From an optimization exercise on the open Yosys and OpenROAD flow, aimed at small area; shortcuts taken in it are not production practice. The RTL was checked by simulation tests, not by an equivalence proof against the original design.

// led_cube_scan_driver
module led_cube_scan_driver #(
  parameter int          N            = 8,
  parameter int          LAYER_DWELL  = 50000,
  parameter int          BLANK_CYCLES = 500,
  parameter logic [7:0]  SYNC_BYTE    = 8'hA5
) (
  input  logic             clk,
  input  logic             reset_n,
  input  logic             enable,
  input  logic [7:0]       in_data,
  input  logic             in_valid,
  output logic             in_ready,
  output logic [N*N-1:0]   col_out,
  output logic [N-1:0]     layer_out,
  output logic             frame_tick,
  output logic [7:0]       frame_count,
  output logic             sync_err
);
Size in the first run: ~1900 cells after synthesis, ~30000 um^2 of cells after synthesis.
==> flow/config.mk <==
export PLATFORM = sky130hd
export DESIGN_NAME = led_cube_scan_driver
export DESIGN_NICKNAME = led_cube_scan_driver
export VERILOG_FILES = /design/flow/design.v
export SDC_FILE = /design/flow/constraint.sdc
export NUM_CORES = 4
export LEC_CHECK = 0
export CAP_MARGIN = 20
export CORE_MARGIN = 2
export CORE_UTILIZATION = 70
export CTS_BUF_LIST = sky130_fd_sc_hd__clkbuf_8
export CTS_CLUSTER_DIAMETER = 50
export CTS_CLUSTER_SIZE = 16
export PLACE_DENSITY = 0.8
export SLEW_MARGIN = 20
==> flow/constraint.sdc <==
create_clock -name core_clock -period 20.0 [get_ports {clk}]
set_input_delay 4.0000 -clock core_clock [delete_from_list [all_inputs] [get_ports {clk}]]
set_output_delay 4.0000 -clock core_clock [all_outputs]
set_load 0.01 [all_outputs]
standard.sh (not shown) runs the stock make flow with config.mk's settings and CLKGATE_MAP_FILE= SYNTH_SCRIPT=/design/flow/synth_recipe.tcl, a recipe that flattens the netlist after the stock synthesis.
==> flow/flow/run.sh <==
#!/bin/bash
# The standard layout (standard.sh: the standard synthesis, then ORFS from
# floorplan to finish) with three changes:
# * after the standard synthesis, its combinational logic is re-mapped by ABC
#   for area (flow/remap.ys); every flip-flop instance is kept as it is, and
#   flow/equiv.ys checks the new netlist against the standard one (if that
#   check fails, the standard netlist is used);
# * the port buffers ORFS puts on every input and output are buf_1;
# * clock tree synthesis clusters 16 sinks per clkbuf_8 and adds no dummy loads.
# Each tool's output goes to a log file of its own in this folder.
set -euo pipefail
LIB=$FLOW_HOME/platforms/sky130hd/lib/sky130_fd_sc_hd__tt_025C_1v80.lib
R=$PWD/orfs/results/sky130hd/led_cube_scan_driver/base
YOSYS=$FLOW_HOME/../tools/install/yosys/bin/yosys
[[ -x $YOSYS ]] || YOSYS=yosys
CTS="-sink_clustering_enable -repair_clock_nets -sink_clustering_size 16 -sink_clustering_max_diameter 50 -buf_list {sky130_fd_sc_hd__clkbuf_4 sky130_fd_sc_hd__clkbuf_8 sky130_fd_sc_hd__clkbuf_16} -dont_use_dummy_load"
ARGS=("BUFFER_PORTS_ARGS=-buffer_cell sky130_fd_sc_hd__buf_1" "CTS_ARGS=$CTS")

bash standard.sh "${ARGS[@]}" synth > synth.log 2>&1

cp "$R/1_2_yosys.v" std_1_2_yosys.v
sed -e "s#@LIB@#$LIB#g" -e "s#@IN@#std_1_2_yosys.v#" -e "s#@OUT@#remap_1_2_yosys.v#" flow/remap.ys > remap_run.ys
sed -e "s#@LIB@#$LIB#g" -e "s#@GOLD@#std_1_2_yosys.v#" -e "s#@GATE@#remap_1_2_yosys.v#" flow/equiv.ys > equiv_run.ys
if "$YOSYS" -s remap_run.ys > remap.log 2>&1 && "$YOSYS" -s equiv_run.ys > equiv.log 2>&1; then
  cp remap_1_2_yosys.v "$R/1_2_yosys.v"
  touch "$R/1_2_yosys.v"
  echo "using the re-mapped netlist" > netlist_choice.log
else
  echo "re-map or its check failed: using the standard netlist" > netlist_choice.log
fi

bash standard.sh "${ARGS[@]}" finish > finish.log 2>&1
Other scripts of this flow, unchanged in this note and not shown: flow/flow/equiv.ys, flow/flow/remap.ys
The starting point passed the timing, design-rule and antenna checks.
Change:
--- a/flow/flow/run.sh
+++ b/flow/flow/run.sh
@@ -15,3 +15,3 @@
 [[ -x $YOSYS ]] || YOSYS=yosys
-CTS="-sink_clustering_enable -repair_clock_nets -sink_clustering_size 16 -sink_clustering_max_diameter 50 -buf_list {sky130_fd_sc_hd__clkbuf_4 sky130_fd_sc_hd__clkbuf_8 sky130_fd_sc_hd__clkbuf_16} -dont_use_dummy_load"
+CTS="-sink_clustering_enable -repair_clock_nets -sink_clustering_size 18 -sink_clustering_max_diameter 60 -buf_list sky130_fd_sc_hd__clkbuf_8 -dont_use_dummy_load"
 ARGS=("BUFFER_PORTS_ARGS=-buffer_cell sky130_fd_sc_hd__buf_1" "CTS_ARGS=$CTS")
What happened: Global-route usage goes down by 1.7 points. Area after synthesis does not change. Final area decreases by 3.1%. First-iteration DRC count shrinks by 9.7%. Wire length decreases by 5.0%. Sequential share of layout area went up by 2.4 points. Setup slack improved by 0.059 ns.

==> re-timing with driven ports <==
No port has a modelled driver above. Below, the same layouts with a new extraction and two added sets of constraints. Step 1 sets driving cells, clkbuf_16 on the clock port and buf_2 on the other inputs (assumed; they add their load-dependent delay and slew). Step 2 moves the port delays by t, midway between the first and last clock arrival at a register: inputs arrive t later, outputs are due t later. That takes back most of the time a late clock gives input paths. Slacks: ideal ports / drivers / drivers and shift; pairs: ideal ports / drivers.
run | t, ns | slack for setup (ns) | hold slack, ns | clock arrival spread, ns | worst register clock-pin slew, ns
the first run | 0.643 | 12.304 / 12.248 / 12.891 | 0.310 / 0.310 / 0.310 | 0.029 / 0.029 | 0.07 / 0.07
the second run | 0.696 | 12.363 / 12.302 / 12.997 | 0.323 / 0.323 / 0.323 | 0.033 / 0.033 | 0.11 / 0.11
After both steps setup and hold are still met in every run listed.
